From an optimization exercise on the open Yosys and OpenROAD flow, aimed at small area, a short achievable clock period and few clock cycles per item; shortcuts taken in it are not production practice. No run shown here included a check of the RTL's function; only the layout flow was run. Power figures rest on the tool's default switching activity, not on a simulated workload.

**config.mk**
```make
export PLATFORM = sky130hd
export DESIGN_NAME = proportional_glyph_tile_packer_core
export DESIGN_NICKNAME = proportional_glyph_tile_packer_core
export VERILOG_FILES = /design/flow/design.v
export SDC_FILE = /design/flow/constraint.sdc
export NUM_CORES = 4
export LEC_CHECK = 0
export ABC_CLOCK_PERIOD_IN_PS = 2200
export CAP_MARGIN = 20
export CORE_MARGIN = 2
export CORE_UTILIZATION = 40
export SETUP_SLACK_MARGIN = 2.7
export SLEW_MARGIN = 20
```
**constraint.sdc**
```tcl
create_clock -name core_clock -period 5.0 [get_ports {clk}]
set_input_delay 1.0000 -clock core_clock [delete_from_list [all_inputs] [get_ports {clk}]]
set_output_delay 1.0000 -clock core_clock [all_outputs]
set_load 0.01 [all_outputs]
```
**design.v**
```verilog
`default_nettype none
package pgtp_pkg;
  localparam int unsigned PIX_W  = 4;
  localparam int unsigned ROW_W  = 32;
  localparam int unsigned COLS   = 8;
  localparam int unsigned SLOT_OUT_W = 5;
  localparam logic CMD_GLYPH = 1'b0;
  localparam logic CMD_PAD   = 1'b1;
  localparam logic [2:0] LAST_ROW = 3'd7;
  typedef struct packed {
    logic        command;
    logic [3:0]  glyph_width;
    logic [2:0]  row_number;
    logic [31:0] upper_glyph_row;
    logic [31:0] lower_glyph_row;
  } glyph_item_t;
  typedef struct packed {
    logic       wr_en;
    logic       fill_en;
    logic [2:0] fill_next;
    logic       slot_inc;
    logic       slot_clr;
    logic       emit;
    logic       done;
  } store_ctl_t;
endpackage
`default_nettype wire
`default_nettype none
import pgtp_pkg::*;
module pgtp_merge (
  input  logic        pad,         
  input  logic        commit,      
  input  logic [2:0]  fill,
  input  logic [7:0]  fill_ge,     
  input  logic [7:0]  mask,        
  input  logic [31:0] row_upper,
  input  logic [31:0] row_lower,
  input  logic [31:0] buf_upper,
  input  logic [31:0] buf_lower,
  output logic        emit,        
  output logic        wr,          
  output logic [2:0]  fill_next,   
  output logic [7:0]  fill_ge_next,
  output logic [31:0] wb_upper,
  output logic [31:0] wb_lower,
  output logic [31:0] res_upper,
  output logic [31:0] res_lower
);
  logic [31:0] rot_u, rot_l;
  logic [7:0]  rmask, take_out, carry, keep_wb, take_wb, covered, therm;
  logic        keep_out, carry_mode;
  assign rot_u = ({row_upper, row_upper} << {fill, 2'b00}) >> 32;
  assign rot_l = ({row_lower, row_lower} << {fill, 2'b00}) >> 32;
  assign rmask = ({mask, mask} << fill) >> 8;
  assign take_out   = pad ? fill_ge : (rmask & fill_ge);
  assign carry      = pad ? 8'd0    : (rmask & ~fill_ge);
  assign keep_out   = !fill_ge[0];                   
  assign emit       = pad ? keep_out : rmask[7];     
  assign wr         = pad ? keep_out : 1'b1;
  assign carry_mode = !pad && rmask[7];
  always_comb begin
    if (!commit) begin
      keep_wb = '1;
      take_wb = '0;
    end else if (carry_mode) begin
      keep_wb = '0;
      take_wb = carry;
    end else begin
      keep_wb = {COLS{keep_out}};
      take_wb = take_out;
    end
  end
  assign covered = ~fill_ge | take_out;
  assign therm   = carry_mode ? carry : covered;
  always_comb begin
    if (pad) begin
      fill_next    = 3'd0;
      fill_ge_next = '1;
    end else begin
      fill_next[2] = therm[3];
      fill_next[1] = (therm[1] & !therm[3]) | therm[5];
      fill_next[0] = (therm[0] & !therm[1]) | (therm[2] & !therm[3])
                   | (therm[4] & !therm[5]) | (therm[6] & !therm[7]);
      fill_ge_next = ~therm;
    end
  end
  always_comb begin
    for (int c = 0; c < COLS; c++) begin
      wb_upper [PIX_W*c +: PIX_W] = (buf_upper[PIX_W*c +: PIX_W] & {PIX_W{keep_wb[c]}})
                                  | (rot_u[PIX_W*c +: PIX_W]     & {PIX_W{take_wb[c]}});
      wb_lower [PIX_W*c +: PIX_W] = (buf_lower[PIX_W*c +: PIX_W] & {PIX_W{keep_wb[c]}})
                                  | (rot_l[PIX_W*c +: PIX_W]     & {PIX_W{take_wb[c]}});
      res_upper[PIX_W*c +: PIX_W] = (buf_upper[PIX_W*c +: PIX_W] & {PIX_W{keep_out}})
                                  | (rot_u[PIX_W*c +: PIX_W]     & {PIX_W{take_out[c]}});
      res_lower[PIX_W*c +: PIX_W] = (buf_lower[PIX_W*c +: PIX_W] & {PIX_W{keep_out}})
                                  | (rot_l[PIX_W*c +: PIX_W]     & {PIX_W{take_out[c]}});
    end
  end
endmodule
`default_nettype wire
`default_nettype none
import pgtp_pkg::*;
module pgtp_row_store (
  input  logic        clk,
  input  logic [31:0] wb_upper,
  input  logic [31:0] wb_lower,
  output logic [31:0] head_upper,
  output logic [31:0] head_lower
);
  logic [31:0] ring_u [COLS];
  logic [31:0] ring_l [COLS];
  always_ff @(posedge clk) begin
    for (int k = 0; k < COLS - 1; k++) begin
      ring_u[k] <= ring_u[k+1];
      ring_l[k] <= ring_l[k+1];
    end
    ring_u[COLS-1] <= wb_upper;
    ring_l[COLS-1] <= wb_lower;
  end
  assign head_upper = ring_u[0];
  assign head_lower = ring_l[0];
endmodule
`default_nettype wire
`default_nettype none
import pgtp_pkg::*;
module proportional_glyph_tile_packer_core #(
  parameter int unsigned MAX_TILES = 32
) (
  input  logic        clk,
  input  logic        rst,
  input  logic        glyph_valid,
  output logic        glyph_ready,
  input  logic        glyph_command,
  input  logic [3:0]  glyph_glyph_width,
  input  logic [2:0]  glyph_row_number,
  input  logic [31:0] glyph_upper_glyph_row,
  input  logic [31:0] glyph_lower_glyph_row,
  output logic        tile_valid,
  input  logic        tile_ready,
  output logic [4:0]  tile_tile_slot,
  output logic [2:0]  tile_out_row_number,
  output logic [31:0] tile_upper_tile_row,
  output logic [31:0] tile_lower_tile_row,
  output logic        tile_string_done
);
  localparam int unsigned SLOT_W = (MAX_TILES > 1) ? $clog2(MAX_TILES) : 1;
  localparam logic [SLOT_W-1:0] SLOT_LAST = SLOT_W'(MAX_TILES - 1);
  logic        in_valid;
  logic        in_cmd;
  logic [7:0]  in_mask;
  logic [2:0]  in_row;
  logic [31:0] in_u, in_l;
  logic [2:0]        phase;      
  logic [2:0]        fill;
  logic [7:0]        fill_ge;    
  logic [SLOT_W-1:0] slot;
  logic        out_valid;
  logic [4:0]  out_slot;
  logic [2:0]  out_row;
  logic [31:0] out_upper, out_lower;
  logic        out_done;
  logic [31:0] head_u, head_l, wb_u, wb_l, res_u, res_l;
  logic        emit, wr, step, commit, last, pad;
  logic [2:0]  fill_next;
  logic [7:0]  fill_ge_next;
  logic [3:0]  w_eff;
  logic [7:0]  mask_in;
  assign last = (in_row == LAST_ROW);
  assign pad  = (in_cmd == CMD_PAD);
  logic at_head;     
  logic rdy_free;    
  assign step        = at_head && (!out_valid || tile_ready);
  assign commit      = step && wr;
  assign glyph_ready = rdy_free || (at_head && tile_ready);
  logic       nx_in_valid, nx_out_valid, nx_head;
  logic [2:0] nx_row;
  always_comb begin
    nx_in_valid  = glyph_ready ? glyph_valid : in_valid;
    nx_row       = (glyph_ready && glyph_valid) ? glyph_row_number : in_row;
    nx_out_valid = (step && emit) || (out_valid && !tile_ready);
    nx_head      = nx_in_valid && (nx_row == phase + 3'd1);
  end
  always_ff @(posedge clk) begin
    if (rst) begin
      rdy_free <= 1'b1;
      at_head  <= 1'b0;
    end else begin
      rdy_free <= !nx_in_valid || (nx_head && !nx_out_valid);
      at_head  <= nx_head;
    end
  end
  pgtp_merge u_merge (
    .pad          (pad),
    .commit       (commit),
    .fill         (fill),
    .fill_ge      (fill_ge),
    .mask         (in_mask),
    .row_upper    (in_u),
    .row_lower    (in_l),
    .buf_upper    (head_u),
    .buf_lower    (head_l),
    .emit         (emit),
    .wr           (wr),
    .fill_next    (fill_next),
    .fill_ge_next (fill_ge_next),
    .wb_upper     (wb_u),
    .wb_lower     (wb_l),
    .res_upper    (res_u),
    .res_lower    (res_l)
  );
  pgtp_row_store u_store (
    .clk        (clk),
    .wb_upper   (wb_u),
    .wb_lower   (wb_l),
    .head_upper (head_u),
    .head_lower (head_l)
  );
  assign w_eff = (glyph_glyph_width > 4'd8) ? 4'd8 : glyph_glyph_width;
  always_comb begin
    for (int c = 0; c < COLS; c++) mask_in[c] = (4'(c) < w_eff);
  end
  always_ff @(posedge clk) begin
    if (rst) begin
      in_valid <= 1'b0;
    end else if (glyph_ready) begin
      in_valid <= glyph_valid;
    end
  end
  always_ff @(posedge clk) begin
    if (glyph_ready && glyph_valid) begin
      in_cmd  <= glyph_command;
      in_mask <= mask_in;
      in_row  <= glyph_row_number;
      in_u    <= glyph_upper_glyph_row;
      in_l    <= glyph_lower_glyph_row;
    end
  end
  always_ff @(posedge clk) begin
    if (rst) begin
      phase   <= 3'd0;
      fill    <= 3'd0;
      fill_ge <= '1;
      slot    <= '0;
    end else begin
      phase <= phase + 3'd1;
      if (step && last) begin
        fill    <= fill_next;
        fill_ge <= fill_ge_next;
        if (pad) begin
          slot <= '0;
        end else if (emit) begin
          slot <= (slot == SLOT_LAST) ? '0 : slot + 1'b1;
        end
      end
    end
  end
  always_ff @(posedge clk) begin
    if (rst) begin
      out_valid <= 1'b0;
    end else if (step && emit) begin
      out_valid <= 1'b1;
    end else if (tile_ready) begin
      out_valid <= 1'b0;
    end
  end
  always_ff @(posedge clk) begin
    if (step && emit) begin
      out_slot  <= 5'(slot);
      out_row   <= in_row;
      out_upper <= res_u;
      out_lower <= res_l;
      out_done  <= pad && last;
    end
  end
  assign tile_valid          = out_valid;
  assign tile_tile_slot      = out_slot;
  assign tile_out_row_number = out_row;
  assign tile_upper_tile_row = out_upper;
  assign tile_lower_tile_row = out_lower;
  assign tile_string_done    = out_done;
endmodule
`default_nettype wire
```
**run.sh**
```bash
#!/bin/bash
# synth_recipe.tcl (not shown) runs the flow's synth.tcl, then flattens the netlist and writes it again
# the make line also repeats each setting of config.mk as NAME=value (left out here)
make -C /OpenROAD-flow-scripts/flow DESIGN_CONFIG=/design/flow/config.mk WORK_HOME=/design/flow/orfs CLKGATE_MAP_FILE= SYNTH_SCRIPT=/design/flow/synth_recipe.tcl finish
```
==> results of run 1 <==
-- synthesized netlist by cell type, types with 4 or more instances --
cell type and number:
mux2i_1 62, mux2_2 13, buf_1 8, mux4_2 72, xnor2_1 4, a22o_1 8
inv_1 70, a21o_1 4, buf_2 20, a21oi_1 25, nand2b_1 15, clkbuf_1 21
nor3_1 7, nand2_1 73, o21ai_1 60, edfxtp_1 146, o21ai_0 21, nand3_1 4
nor2_1 25, dfxtp_1 538, o22ai_1 60
-- cells in the final DEF (no fill, tap or decap), types with 27 or more instances in the layout --
cell type        Yosys  routed
dlygate4sd2_1        0      27
o21ai_2              2      42
clkdlybuf4s15_1      0      29
mux4_2              72      72
clkdlybuf4s50_1      0      74
clkbuf_16            0      79
o22ai_1             60      47
dfxtp_1            538     533
buf_4                1      42
nand2_1             73      32
inv_1               70      68
mux2i_1             62      45
edfxtp_1           146     146
-- sequential cells by signal (all words and copies together), names as in the netlist, 3 cells and up --
register	flops
phase	3
fill	3
in_u	32
in_l	32
out_upper	32
u_store.ring_l	256
slot	5
out_row	3
out_slot	5
u_store.ring_u	256
in_mask	8
out_lower	32
fill_ge	8
in_row	3
-- cell type report --
type | instances | area, µm² | share of cell area (%)
clock buffer | 106 | 2120 | 8.01
clock inverter | 18 | 181 | 0.684
inverter | 71 | 269 | 1.01
multi-input combinational | 498 | 5190 | 19.6
sequential | 684 | 15200 | 57.2
tap | 664 | 831 | 3.13
timing repair buffer | 248 | 2760 | 10.4
-- power breakdown --
part	switching (µW)	leakage (µW)	internal [µW]	total (µW)
clock	2080	0.00113	3050	5130
combinational	311	0.00275	289	600
sequential	129	0.00572	5960	6090
-- cell families (layout without fill, tap and decap cells) --
family	Yosys count	after routing	share of synthesized area, %
flops	684	684	75.8
compound gates	199	199	5.94
mux	150	150	12.2
simple gates	140	141	3.12
buf+inv	123	443	2.53
xor+xnor	5	5	0.219
fa+ha+maj	3	3	0.188
-- worst paths after layout --
check	startpoint	end	cells after the start
max	tile_ready	glyph_ready	4
min	u_store.ring_u[7][6]$_DFF_P_	u_store.ring_u[6][6]$_DFF_P_	0
max reg2reg	fill[1]$_SDFFE_PP0P_	out_upper[4]$_DFFE_PP_	9
min reg2reg	u_store.ring_u[7][6]$_DFF_P_	u_store.ring_u[6][6]$_DFF_P_	0
-- metal layers --
metal | GRT usage, % | wire length (µm) | vias up
met5 | 0 | 0 | -
met4 | 6.54 | 1410 | 0
met3 | 4.22 | 3050 | 91
met2 | 28.4 | 22300 | 407
met1 | 25.8 | 21600 | 5663
li1 | - | - | 5181
-- timing repair --
item | CTS | global route
pin swaps | 21 | 64
hold endpoints to repair | 0 | 0
buffers inserted | 54 | 12
resized for setup | 246 | 171
endpoints found under the setup margin | 366 | 254
cloned | 12 | 4
-- metrics by stage --
step	cell area, µm²	hold slack (ns)	util, %	instances
detailed placement	22300	0.312	45.3	2083
global placement	22300	0.310	45.3	2083
floorplan	20000	0.310	-	1304
global route	26500	0.319	54.0	2289
CTS	25800	0.310	52.5	2273
finish	26500	0.312	54.0	2289
-- worst max-delay path: cells and delay by family --
kind                   cells  cell delay [ns]
buffers and inverters      3             0.27
AO/OA/AOI/OAI              1             0.12
==> flow_summary.toml, run 1 <==
[drt]
first_iter_violations = 1010
drtAntennaViolNets = 0
drc = 0
drtPass1Iterations = 5
routed_wl_mm = 48.3
wl_per_cell_um = 21.1
via_per_inst = 4.96
via_count = 11342

[floorplanning]
coreArea_mm2 = 0.0492
die_y_um = 228
start_util_pct = 40.7
fp-row-count = 81
die_w_um = 228
pin_count = 151
die_area_mm2 = 0.0518

[sta]
fin_crit_sh_pct = 47.8
finalHoldViolations = 0
worst_pin_slew_ns = 0.775
drv_slew = 0
fin_skew_ns = 0.0215
final.min_clock_period_ns = 2.39
setup_tns_ns = 0
rsz0062_at_grt = "yes"
maxSlewHeadroom_pct = 48.3
finalSetupViolations = 0
fin_ws_ns = 2.61
fmax_ghz = 0.418

[critical_path]
critPathSlowestCell = "a21oi_4"
worstPathCellList = "buf_8 > a21oi_4 > inv_2 > buf_6"
path_class = "input pin to output pin"
cp.arrival_ns = 1.39
cp-start-kind = "input pin"
cp-end-kind = "output pin"
regToRegSetupSlack_ns = 2.61
max_stage_delay_ns = 0.12
crit_required_ns = 4.00
crit_fanout = 2

[cts]
cts_tree = "built"
clockRootBuffer = "clkbuf_16"
clkTransAtPathRegs_ns = 0.06
max-clock-path-buffers = 3
cts_sinks = 684
clk_latency_ns = 0.60
h-tree-depth = 3
cts_hold_buf = 0
numCtsBuffers = 68

[min_path]
min-delay-path-class = "register to register"

[power]
p_leak_uw = 0.00959
total_power_uw = 11800
power_density_mw_per_mm2 = 445
peakVddDrop_v = 0.000224

[grt]
grt-ovfl-total = 0
antenna_found_initial = 0
grt_usage_pct = 18.5
grt_first_pass_wirelength_mm = 69.4
first_global_vias = 11056
grt_max_degree = 73

[yosys]
yosysSeqAreaShare_pct = 75.8
synth_edf_count = 146
avgSynthCellArea_um2 = 15.3
synth_cell_types = 50
syn_nets = 1383
synthTopCellsByArea = "dfxtp_1 (54%), edfxtp_1 (22%), mux4_2 (8.1%)"
synth.cell_area_mm2 = 0.0200
ys_ff_latch = 684
synthArstFlopShare_pct = 0
ys.flop_type = "dfxtp_1"
yosys_warnings = 5
synth_top_cell_by_area = "dfxtp_1"
syn_inst = 1304
yosys.area.top_type_share_pct = 53.9

[finish]
fillCellCount = 3921
fin_nets = 1650
drive_above_1_share_pct = 29.2
syn_to_final_growth_pct = 32.7
diodes = 0

[run_status]
status = "complete, no violations"

[place]
dp_hpwl_mm = 28.0
dp_slack_ns = 1.52
port_buffers = 150
place.gp.congestion = 0.831

[job]
maxCapViolations = 0
==> run 2, diff against run 1 <==
--- a/config.mk
+++ b/config.mk
@@ -11,2 +11,4 @@
 export CORE_UTILIZATION = 40
+export CTS_BUF_LIST = sky130_fd_sc_hd__clkbuf_8
+export CTS_CLUSTER_SIZE = 40
 export SETUP_SLACK_MARGIN = 2.7
==> flow_summary.toml, run 2 <==
[cts]
clkTransAtPathRegs_ns = 0.06
cts_tree = "built"
h-tree-depth = 3
numCtsBuffers = 101
clk_latency_ns = 0.68
clockRootBuffer = "clkbuf_8"
max-clock-path-buffers = 3
cts_sinks = 684

[yosys]
avgSynthCellArea_um2 = 15.3
syn_nets = 1383
synthTopCellsByArea = "dfxtp_1 (54%), edfxtp_1 (22%), mux4_2 (8.1%)"
ys_top_cells_by_count = "dfxtp_1 (538), edfxtp_1 (146), nand2_1 (73)"
synth_edf_count = 146
ys_ff_latch = 684
yosysSeqAreaShare_pct = 75.8
yosys_warnings = 5
synth.cell_area_mm2 = 0.0200
synth.most_common_cell = "dfxtp_1"
synth_cell_types = 50
yosys.area.top_type_share_pct = 53.9
synthArstFlopShare_pct = 0
ys.flop_type = "dfxtp_1"
syn_inst = 1304
synth_top_cell_by_area = "dfxtp_1"

[finish]
layout_common_cells = "dfxtp_1 (532), edfxtp_1 (146), clkbuf_8 (113)"
diodes = 0
final_common_cell = "dfxtp_1"
drive_above_1_share_pct = 31.2
stdcell_area_mm2 = 0.0257
syn_to_final_growth_pct = 28.4
fillCellCount = 4037
reg_top3 = "u_store.ring_l (256), u_store.ring_u (256)"
fin_nets = 1678
layoutNonFillerInstCount = 2350

[drt]
drtAntennaViolNets = 0
drc = 0
via_per_inst = 4.88
wl_per_cell_um = 20.5
via_count = 11479
drtPass1Iterations = 7
first_iter_violations = 1046
routed_wl_mm = 48.1

[grt]
first_global_vias = 11066
grt_max_degree = 73
grt-ovfl-total = 0
grt_first_pass_wirelength_mm = 67.5
grt_usage_pct = 17.9
antenna_found_initial = 1

[job]
maxCapViolations = 0

[critical_path]
regToRegStartpoint = "in_mask[1]$_DFFE_PN_"
cp-startpoint = "in_mask[1]$_DFFE_PN_"
cp.arrival_ns = 3.01
crit_fanout = 4
path_class = "register to register"
regToRegSetupSlack_ns = 2.58
crit_required_ns = 5.59
cp-end-kind = "register"
cp-start-kind = "register"

[floorplanning]
coreArea_mm2 = 0.0492
pin_count = 151
die_y_um = 228
die_w_um = 228
die_area_mm2 = 0.0518
start_util_pct = 40.7
fp-row-count = 81

[power]
power_density_mw_per_mm2 = 437
power_frac_seq_pct = 54.3
peakVddDrop_v = 0.000248
swShare_pct = 22.4
p_clk_share_pct = 40.6
p_int_uw = 8690
p_leak_uw = 0.00951
power_switching_uw = 2510
power_frac_comb_pct = 5.1

[sta]
setup_tns_ns = 0
fin_skew_ns = 0.0263
drv_slew = 0
maxSlewHeadroom_pct = 33.2
fin_crit_sh_pct = 48.3
fmax_ghz = 0.414
worst_pin_slew_ns = 1.00
final.min_clock_period_ns = 2.42
finalHoldViolations = 0
rsz0062_at_grt = "yes"
finalSetupViolations = 0

[min_path]
hold_start = "u_store.ring_u[4][6]$_DFF_P_"
min-delay-path-class = "register to register"

[place]
dp_cells = 2083
dp_hpwl_mm = 28.0
port_buffers = 150
place.gp.congestion = 0.831
place_area_mm2 = 0.0223

[run_status]
status = "complete, no violations"
[run 2: cell count changes in the layout (fill, tap and decap cells not counted), sizes merged, moves of 5 or more]
cell / delta
bufinv: +5
buf: +53
clkinv: +17
clkdlybuf4s15: -31
dlygate4sd2: -27
inv: +36
clkbuf: +5
[run 2: what timing repair did]
item,CTS,global route
setup endpoints to repair,329,185
hold buffers,0,0
cloned,5,8
hold endpoints to repair,0,0
pin swaps,17,39
gates resized for setup,380,99
buffers inserted,32,32
[run 2: critical path, cell delays in order, from the launching register on]
cell       delay (ns)
edfxtp_1         0.44
mux4_2           0.54
buf_4            0.16
mux2_4           0.31
buf_4            0.16
a21oi_1          0.23
o211ai_1         0.18
o2111ai_1        0.12
a21oi_1          0.06
a21oi_1          0.12
[run 2: metrics by stage]
stage / power [µW] / setup WS [ns] / hold slack (ns) / utilization [%]
after floorplan: 6400 / 2.14 / 0.310 / -
after global placement: 6630 / 1.54 / 0.310 / 45.3
after detailed placement: 6650 / 1.52 / 0.312 / 45.3
after CTS: 11200 / 2.60 / 0.315 / 50.4
after global routing: 11600 / 2.54 / 0.320 / 52.2
final: 11200 / 2.58 / 0.309 / 52.2
[run 2: power by group through the flow]
stage,logic [µW],registers [µW],clock network (µW)
2_1_floorplan,256,6150,0
3_3_place_gp,444,6190,0
3_5_place_dp,448,6200,0
4_1_cts,495,6080,4660
5_1_grt,601,6110,4920
6_report,568,6090,4550
[run 2: layout make-up]
cell class                      instances  area (µm²)  share of cell area, %
Tap cell                              664         831                   3.24
Timing Repair Buffer                  242        2300                   8.97
Multi-Input combinational cell        499        4990                   19.5
Clock buffer                          113        1560                   6.06
Sequential cell                       684       15200                   59.1
Clock inverter                         77         543                   2.12
Inverter                               71         267                   1.04
[run 2: cell families after synthesis]
family | synth area share [%]
DFF | 75.8
AOI/OAI and AO/OA | 5.94
muxes | 12.2
and+or+nand+nor | 3.12
buffers and inverters | 2.53
xor gates and xnor gates | 0.219
adders and majority gates | 0.188
[run 2: final timing paths]
path	endpoint	depth (start not counted)
worst max register to register	fill[0]$_SDFFE_PP0P_	9
worst min register to register	u_store.ring_u[3][6]$_DFF_P_	0
worst min-delay path	u_store.ring_u[3][6]$_DFF_P_	0
worst max-delay path	fill[0]$_SDFFE_PP0P_	9
[run 2: per-layer routing]
| metal | share of wire [%] | routed length, µm | vias to the layer above | track usage [%] |
|---|---|---|---|---|
| met5 | 0 | 0 | - | 0 |
| met4 | 3.7 | 1770 | 0 | 7.19 |
| met3 | 6.3 | 3010 | 94 | 4.38 |
| met2 | 46 | 21900 | 437 | 27.2 |
| met1 | 44 | 21400 | 5685 | 24.7 |
| li1 | - | - | 5263 | - |
==> run 3, diff against run 2 <==
--- a/config.mk
+++ b/config.mk
@@ -10,5 +10,6 @@
 export CORE_MARGIN = 2
-export CORE_UTILIZATION = 40
-export CTS_BUF_LIST = sky130_fd_sc_hd__clkbuf_8
-export CTS_CLUSTER_SIZE = 40
+export CORE_UTILIZATION = 65
+export CTS_BUF_LIST = sky130_fd_sc_hd__clkbuf_16
+export CTS_CLUSTER_DIAMETER = 120
+export CTS_CLUSTER_SIZE = 30
 export SETUP_SLACK_MARGIN = 2.7
==> flow_summary.toml, run 3 <==
[run_status]
status = "complete, no violations"

[floorplanning]
pin_count = 151
fp-row-count = 64
die_w_um = 179
start_util_pct = 65.7
coreArea_mm2 = 0.0304
die_y_um = 179
die_area_mm2 = 0.0322

[critical_path]
cp-start-kind = "register"
r2r_cells = 9
regToRegSetupSlack_ns = 2.51
regToRegEndpoint = "fill[0]$_SDFFE_PP0P_"
cp.arrival_ns = 3.00
regToRegStartpoint = "fill[1]$_SDFFE_PP0P_"
path_class = "register to register"
max_stage_delay_ns = 0.54
worstPathCellList = "buf_12 > buf_4 > mux4_2 > mux2_4 > nor3_1 > nor3_1 > o2111ai_1 > a21oi_1 > a21oi_1"
cp_num_buf_inv = 2
crit_fanout = 7
cp.depth = 9
path_delay_family = "multiplexers"
cp-end-kind = "register"
crit_required_ns = 5.51
critPathSlowestCell = "mux4_2"

[drt]
first_iter_violations = 1040
drtPass1Iterations = 5
drtAntennaViolNets = 0
wl_per_cell_um = 23.4
drc = 0
routed_wl_mm = 45.3
via_count = 11174
via_per_inst = 5.78

[finish]
final_common_cell = "dfxtp_1"
drive_above_1_share_pct = 21.6
fin_nets = 1595
seq_area_mm2 = 0.0152
multi_input_area_mm2 = 0.00497
layoutNonFillerInstCount = 1932
diodes = 0
syn_to_final_growth_pct = 21.0
fin_util_pct = 79.5
reg_top3 = "u_store.ring_l (256), u_store.ring_u (256)"
layout_common_cells = "dfxtp_1 (533), edfxtp_1 (146), inv_1 (88)"
fillCellCount = 1712

[place]
dp_hpwl_mm = 26.0
port_buffers = 150
place.gp.congestion = 0.798
dp_cells = 1812

[sta]
worst_pin_slew_ns = 1.02
setup_tns_ns = 0
final.min_clock_period_ns = 2.49
fin_crit_sh_pct = 49.8
rsz0062_at_grt = "yes"
fin_hold_ws_ns = 0.323
fin_skew_ns = 0.0222
fmax_ghz = 0.402
finalSetupViolations = 0
drv_slew = 0
maxSlewHeadroom_pct = 32.0
finalHoldViolations = 0

[yosys]
yosysSeqAreaShare_pct = 75.8
ys_ff_latch = 684
synth_top_cell_by_area = "dfxtp_1"
synth_edf_count = 146
ys_top_cells_by_count = "dfxtp_1 (538), edfxtp_1 (146), nand2_1 (73)"
synth.cell_area_mm2 = 0.0200
ys.flop_type = "dfxtp_1"
syn_inst = 1304
synthArstFlopShare_pct = 0
synth.most_common_cell = "dfxtp_1"
yosys_warnings = 5
yosys.area.top_type_share_pct = 53.9
synthTopCellsByArea = "dfxtp_1 (54%), edfxtp_1 (22%), mux4_2 (8.1%)"
synth_cell_types = 50
avgSynthCellArea_um2 = 15.3
syn_nets = 1383

[cts]
cts_sinks = 684
cts_tree = "built"
numCtsBuffers = 26
clkTransAtPathRegs_ns = 0.12
clockRootBuffer = "clkbuf_16"
max-clock-path-buffers = 3
clk_latency_ns = 0.59
h-tree-depth = 1

[grt]
antenna_found_initial = 0
grt_usage_pct = 26.2
grt-ovfl-total = 0
grt_max_degree = 75
first_global_vias = 10423
grt_first_pass_wirelength_mm = 61.7

[power]
peakVddDrop_v = 0.000348
power_density_mw_per_mm2 = 381
total_power_uw = 9220
p_leak_uw = 0.00873

[min_path]
min-delay-path-class = "register to register"
hold_start = "u_store.ring_l[6][4]$_DFF_P_"
min_to = "u_store.ring_l[5][4]$_DFF_P_"
min_path_cells = 0

[job]
maxCapViolations = 0
-- run 3: changes by cell type in the layout (fill, tap and decap cells not counted), moves of 8 or more --
cell / delta
inv_1: -14
buf_4: -20
buf_2: -64
mux2i_1: +9
clkdlybuf4s15_1: +23
clkbuf_16: +28
o21ai_1: -10
dlygate4sd2_1: +37
buf_6: +8
clkinv_2: -20
clkbuf_8: -113
-- run 3: area by class of cell --
class	count	share of cell area [%]
sequential	684	62.7
multi-input combinational	499	20.5
timing repair buffer	234	10.4
clock buffer	27	2.79
tap	396	2.05
inverter	71	1.10
clock inverter	21	0.347
-- run 3: logic make-up after synthesis --
logic type               count (synthesis)  synth area share [%]
multiplexers                           150                  12.2
buffers and inverters                  123                  2.53
AO/OA/AOI/OAI                          199                  5.94
adder cells (fa/ha/maj)                  3                 0.188
flip-flops                             684                  75.8
XOR/XNOR                                 5                 0.219
AND/OR/NAND/NOR                        140                  3.12
-- run 3: layer usage --
| metal | wire (µm) | vias to the layer above | global-route usage [%] | part of all wire (%) |
|---|---|---|---|---|
| met3 | 2870 | 92 | 3.63 | 6.3 |
| met4 | 1480 | 0 | 8.60 | 3.3 |
| li1 | - | 5019 | - | - |
| met1 | 19000 | 5574 | 37.3 | 42 |
| met2 | 22000 | 489 | 42.4 | 49 |
| met5 | 0 | - | 0 | 0 |
-- run 3: where the power goes --
| part | total (µW) | internal [µW] | switching [µW] |
|---|---|---|---|
| clock network | 2550 | 996 | 1550 |
| logic | 589 | 285 | 304 |
| registers | 6080 | 5950 | 128 |
-- run 3: repair_timing --
item                                    in CTS  in global routing
buffers inserted                            41                 22
endpoints found under the setup margin     360                180
resized for setup                          211                118
gates cloned                                 3                  6
pin swaps                                   27                 36
hold buffers                                 0                  0
-- run 3: how the worst max path moves through the flow --
stage                         startpoint                      endpoint  slack (ns)
global placement              tile_ready           rdy_free$_SDFF_PP1_        1.57
finish              fill[1]$_SDFFE_PP0P_          fill[0]$_SDFFE_PP0P_        2.51
CTS                 fill[1]$_SDFFE_PP0P_  u_store.ring_l[7][2]$_DFF_P_        2.56
detailed placement            tile_ready           rdy_free$_SDFF_PP1_        1.40
global route        fill[1]$_SDFFE_PP0P_          fill[0]$_SDFFE_PP0P_        2.43
floorplan                     tile_ready            out_done$_DFFE_PP_        2.14
-- run 3: through the flow --
stage          setup slack [ns]  cell area [µm²]
6_report                   2.51            24200
4_1_cts                    2.56            23400
3_3_place_gp               1.57            21900
2_1_floorplan              2.14            20000
5_1_grt                    2.43            24200
3_5_place_dp               1.40            21900
-- run 3: worst reg2reg max path, delay by kind of cell (launching register included) --
| family | cells | cell delay (ns) |
|---|---|---|
| buffers and inverters | 2 | 0.23 |
| AO/OA/AOI/OAI | 3 | 0.46 |
| multiplexers | 2 | 0.89 |
| AND/OR/NAND/NOR | 2 | 0.45 |
| flip-flops | 1 | 0.38 |
==> run 4, diff against run 3 <==
--- a/design.v
+++ b/design.v
@@ -170,13 +170,19 @@
   logic at_head;     
-  logic rdy_free;    
-  assign step        = at_head && (!out_valid || tile_ready);
+  logic rdy;         
+  logic skid_valid;
+  assign step        = at_head && !skid_valid;
   assign commit      = step && wr;
-  assign glyph_ready = rdy_free || (at_head && tile_ready);
-  logic       nx_in_valid, nx_out_valid, nx_head;
+  assign glyph_ready = rdy;
+  logic       nx_in_valid, nx_skid_valid, nx_head;
   logic [2:0] nx_row;
-  always_comb begin
-    nx_in_valid  = glyph_ready ? glyph_valid : in_valid;
-    nx_row       = (glyph_ready && glyph_valid) ? glyph_row_number : in_row;
-    nx_out_valid = (step && emit) || (out_valid && !tile_ready);
-    nx_head      = nx_in_valid && (nx_row == phase + 3'd1);
+  logic       push, pop, out_load, skid_load;
+  assign push      = step && emit;
+  assign pop       = out_valid && tile_ready;
+  assign out_load  = (!out_valid || pop) && (skid_valid || push);
+  assign skid_load = push && out_valid && !pop;
+  always_comb begin
+    nx_in_valid   = glyph_ready ? glyph_valid : in_valid;
+    nx_row        = (glyph_ready && glyph_valid) ? glyph_row_number : in_row;
+    nx_skid_valid = skid_valid ? !pop : skid_load;
+    nx_head       = nx_in_valid && (nx_row == phase + 3'd1);
   end
@@ -184,7 +190,7 @@
     if (rst) begin
-      rdy_free <= 1'b1;
-      at_head  <= 1'b0;
-    end else begin
-      rdy_free <= !nx_in_valid || (nx_head && !nx_out_valid);
-      at_head  <= nx_head;
+      rdy     <= 1'b1;
+      at_head <= 1'b0;
+    end else begin
+      rdy     <= !nx_in_valid || (nx_head && !nx_skid_valid);
+      at_head <= nx_head;
     end
@@ -256,18 +262,37 @@
   end
+  logic [4:0]  skid_slot;
+  logic [2:0]  skid_row;
+  logic [31:0] skid_upper, skid_lower;
+  logic        skid_done;
   always_ff @(posedge clk) begin
     if (rst) begin
-      out_valid <= 1'b0;
-    end else if (step && emit) begin
-      out_valid <= 1'b1;
-    end else if (tile_ready) begin
-      out_valid <= 1'b0;
-    end
-  end
-  always_ff @(posedge clk) begin
-    if (step && emit) begin
-      out_slot  <= 5'(slot);
-      out_row   <= in_row;
-      out_upper <= res_u;
-      out_lower <= res_l;
-      out_done  <= pad && last;
+      out_valid  <= 1'b0;
+      skid_valid <= 1'b0;
+    end else begin
+      if (!out_valid || pop) out_valid <= skid_valid || push;
+      skid_valid <= nx_skid_valid;
+    end
+  end
+  always_ff @(posedge clk) begin
+    if (out_load) begin
+      if (skid_valid) begin
+        out_slot  <= skid_slot;
+        out_row   <= skid_row;
+        out_upper <= skid_upper;
+        out_lower <= skid_lower;
+        out_done  <= skid_done;
+      end else begin
+        out_slot  <= 5'(slot);
+        out_row   <= in_row;
+        out_upper <= res_u;
+        out_lower <= res_l;
+        out_done  <= pad && last;
+      end
+    end
+    if (skid_load) begin
+      skid_slot  <= 5'(slot);
+      skid_row   <= in_row;
+      skid_upper <= res_u;
+      skid_lower <= res_l;
+      skid_done  <= pad && last;
     end
==> config.mk (replaced) <==
export PLATFORM = sky130hd
export DESIGN_NAME = proportional_glyph_tile_packer_core
export DESIGN_NICKNAME = proportional_glyph_tile_packer_core
export VERILOG_FILES = /design/flow/design.v
export SDC_FILE = /design/flow/constraint.sdc
export NUM_CORES = 4
export LEC_CHECK = 0
export ABC_CLOCK_PERIOD_IN_PS = 1900
export CAP_MARGIN = 20
export CORE_MARGIN = 2
export CORE_UTILIZATION = 40
export SETUP_SLACK_MARGIN = 3.0
export SLEW_MARGIN = 20
==> flow_summary.toml, run 4 <==
[run_status]
status = "complete, no violations"

[power]
peakVddDrop_v = 0.000280
power_density_mw_per_mm2 = 413
p_leak_uw = 0.0113
total_power_uw = 13100

[sta]
maxSlewHeadroom_pct = 41.9
fmax_ghz = 0.402
final.min_clock_period_ns = 2.49
setup_tns_ns = 0
fin_skew_ns = 0.0154
fin_crit_sh_pct = 49.8
worst_pin_slew_ns = 0.872
rsz0062_at_grt = "yes"
drv_slew = 0
finalSetupViolations = 0
finalHoldViolations = 0

[finish]
drive_above_1_share_pct = 40.6
stdcell_area_mm2 = 0.0316
syn_to_final_growth_pct = 37.2
reg_top3 = "u_store.ring_l (256), u_store.ring_u (256)"
multi_input_area_mm2 = 0.00688
layout_common_cells = "dfxtp_1 (532), edfxtp_1 (219), clkbuf_16 (82)"
final_common_cell = "dfxtp_1"
fillCellCount = 4234
seq_area_mm2 = 0.0174
fin_nets = 1880

[critical_path]
crit_fanout = 7
regToRegSetupSlack_ns = 2.51
cp-end-kind = "register"
worstPathCellList = "buf_6 > mux4_2 > mux2_4 > o21ai_4 > buf_6 > o22ai_1 > mux2_4"
cp-start-kind = "register"
path_class = "register to register"
cp_num_buf_inv = 2
max_stage_delay_ns = 0.53
regToRegEndpoint = "out_lower[4]$_DFFE_PP_"
regToRegStartpoint = "fill[1]$_SDFFE_PP0P_"
cp.arrival_ns = 2.83
path_delay_family = "multiplexers"
r2r_cells = 7
crit_required_ns = 5.34
critPathSlowestCell = "mux4_2"
cp.depth = 7

[min_path]
min-delay-path-class = "register to register"
hold_start = "u_store.ring_u[1][5]$_DFF_P_"
min_path_cells = 0
min_to = "u_store.ring_u[0][5]$_DFF_P_"

[grt]
grt-ovfl-total = 0
grt_first_pass_wirelength_mm = 88.0
first_global_vias = 13649
grt_max_degree = 72
grt_usage_pct = 20.0
antenna_found_initial = 4

[place]
place.gp.congestion = 0.781
port_buffers = 150
dp_hpwl_mm = 31.0
place_area_mm2 = 0.0254

[cts]
h-tree-depth = 3
clkTransAtPathRegs_ns = 0.06
clockRootBuffer = "clkbuf_16"
clk_latency_ns = 0.60
numCtsBuffers = 75
cts_sinks = 758
cts_tree = "built"
cts_hold_buf = 0
max-clock-path-buffers = 3

[yosys]
syn_nets = 1535
synth_cell_types = 56
avgSynthCellArea_um2 = 15.8
ys.flop_type = "dfxtp_1"
synth_top_cell_by_area = "dfxtp_1"
yosys_warnings = 5
yosys.area.top_type_share_pct = 46.8
synthTopCellsByArea = "dfxtp_1 (47%), edfxtp_1 (29%), mux4_2 (6.8%)"
ys_top_cells_by_count = "dfxtp_1 (539), edfxtp_1 (219), mux2_2 (80)"
synth.cell_area_mm2 = 0.0230
synth_edf_count = 219
ys_ff_latch = 758
synth.most_common_cell = "dfxtp_1"
yosysSeqAreaShare_pct = 75.3
syn_inst = 1456
synthArstFlopShare_pct = 0

[drt]
via_count = 13488
drtAntennaViolNets = 0
via_per_inst = 5.15
routed_wl_mm = 61.6
drtPass1Iterations = 6
first_iter_violations = 1191
wl_per_cell_um = 23.5
drc = 0

[job]
maxCapViolations = 0

[floorplanning]
die_area_mm2 = 0.0596
pin_count = 151
fp-row-count = 87
coreArea_mm2 = 0.0567
start_util_pct = 40.6
die_y_um = 244
die_w_um = 244
## run 4: layout make-up
type,instances,area share (%)
repair buffers,321,11.6
repair inverters,1,0.0237
inverters,71,0.855
diodes,2,0.0158
multi-input cells,573,21.8
flip-flops and latches,758,55.0
well taps,756,2.99
clock buffers,112,7.15
clock inverters,25,0.593
## run 4: cells by family (layout without fill, tap and decap cells)
group,count (synthesis),in the layout,synth area share (%)
other,0,2,0
buffers and inverters,130,530,2.32
multiplexers,222,223,14.1
adder cells (fa/ha/maj),6,6,0.304
flip-flops,758,758,75.3
AO/OA/AOI/OAI,202,202,5.22
XOR/XNOR,6,6,0.228
AND/OR/NAND/NOR,132,136,2.45
## run 4: worst max path at each step
stage	startpoint	endpoint	slack, ns
after CTS	fill[1]$_SDFFE_PP0P_	out_upper[21]$_DFFE_PP_	2.57
after detailed placement	fill[2]$_SDFFE_PP0P_	u_store.ring_u[7][18]$_DFF_P_	1.56
after floorplan	fill[1]$_SDFFE_PP0P_	out_done$_DFFE_PP_	2.11
after global placement	fill[2]$_SDFFE_PP0P_	u_store.ring_l[7][16]$_DFF_P_	1.60
final	fill[1]$_SDFFE_PP0P_	out_lower[4]$_DFFE_PP_	2.51
after global routing	fill[1]$_SDFFE_PP0P_	u_store.ring_l[7][29]$_DFF_P_	2.46
## run 4: report_power, final
group	internal [µW]	switching [µW]
Clock	3200	2300
Combinational	406	391
Sequential	6630	129
Total	10200	2820
## run 4: repair_timing
item                                    4_1_cts  5_1_grt
endpoints found under the setup margin      511      431
setup buffers                                99       33
cloned                                       28        2
pin swaps                                    60       34
gates resized for setup                     598      201
## run 4: per-layer routing
layer	up-vias	part of all wire (%)	global-route usage [%]
met5	-	0.044	0
met4	4	4.2	8.30
met3	168	6.4	4.07
met2	572	47	31.9
met1	6759	42	26.6
li1	5985	-	-
## run 4: metrics by stage
step                util (%)  instances  setup slack, ns  hold slack (ns)
floorplan                  -       1456             2.11            0.310
global placement        44.8       2317             1.60            0.310
detailed placement      44.8       2317             1.56            0.312
CTS                     53.4       2581             2.57            0.319
global route            55.8       2618             2.46            0.321
finish                  55.8       2619             2.51            0.315

-- static timing again, ports no longer ideal --
How much do the figures lean on ideal ports? The routed layouts below were timed once more, with nothing changed but the port constraints.
Step 1 assumes that a clkbuf_16 drives the clock port and a buf_2 every other input.
Step 2 adds t to the input delays and takes it off the output delays; t is the mean of the earliest and latest rising clock arrival at the registers after step 1. Input paths then give back, and output paths get back, about the clock's delay inside the block.
a / b / c = ideal / step 1 / step 2; a / b = the first two.
| run | shift t [ns] | setup slack, ns | worst setup path at the end | cell pins on the clock port's net |
|---|---|---|---|---|
| run 1 | 0.640 | 2.609 / 2.566 / 2.150 | input to register | 1 |
| run 2 | 0.717 | 2.583 / 2.575 / 2.133 | input to register | 1 |
| run 3 | 0.629 | 2.511 / 2.511 / 2.034 | input to register | 1 |
| run 4 | 0.649 | 2.510 / 2.510 / 2.110 | input to register | 1 |
After both steps every run listed still meets setup and hold. For run 3, which loses most, drivers alone change the setup slack by 0.000 ns; drivers and shift together by -0.477 ns.
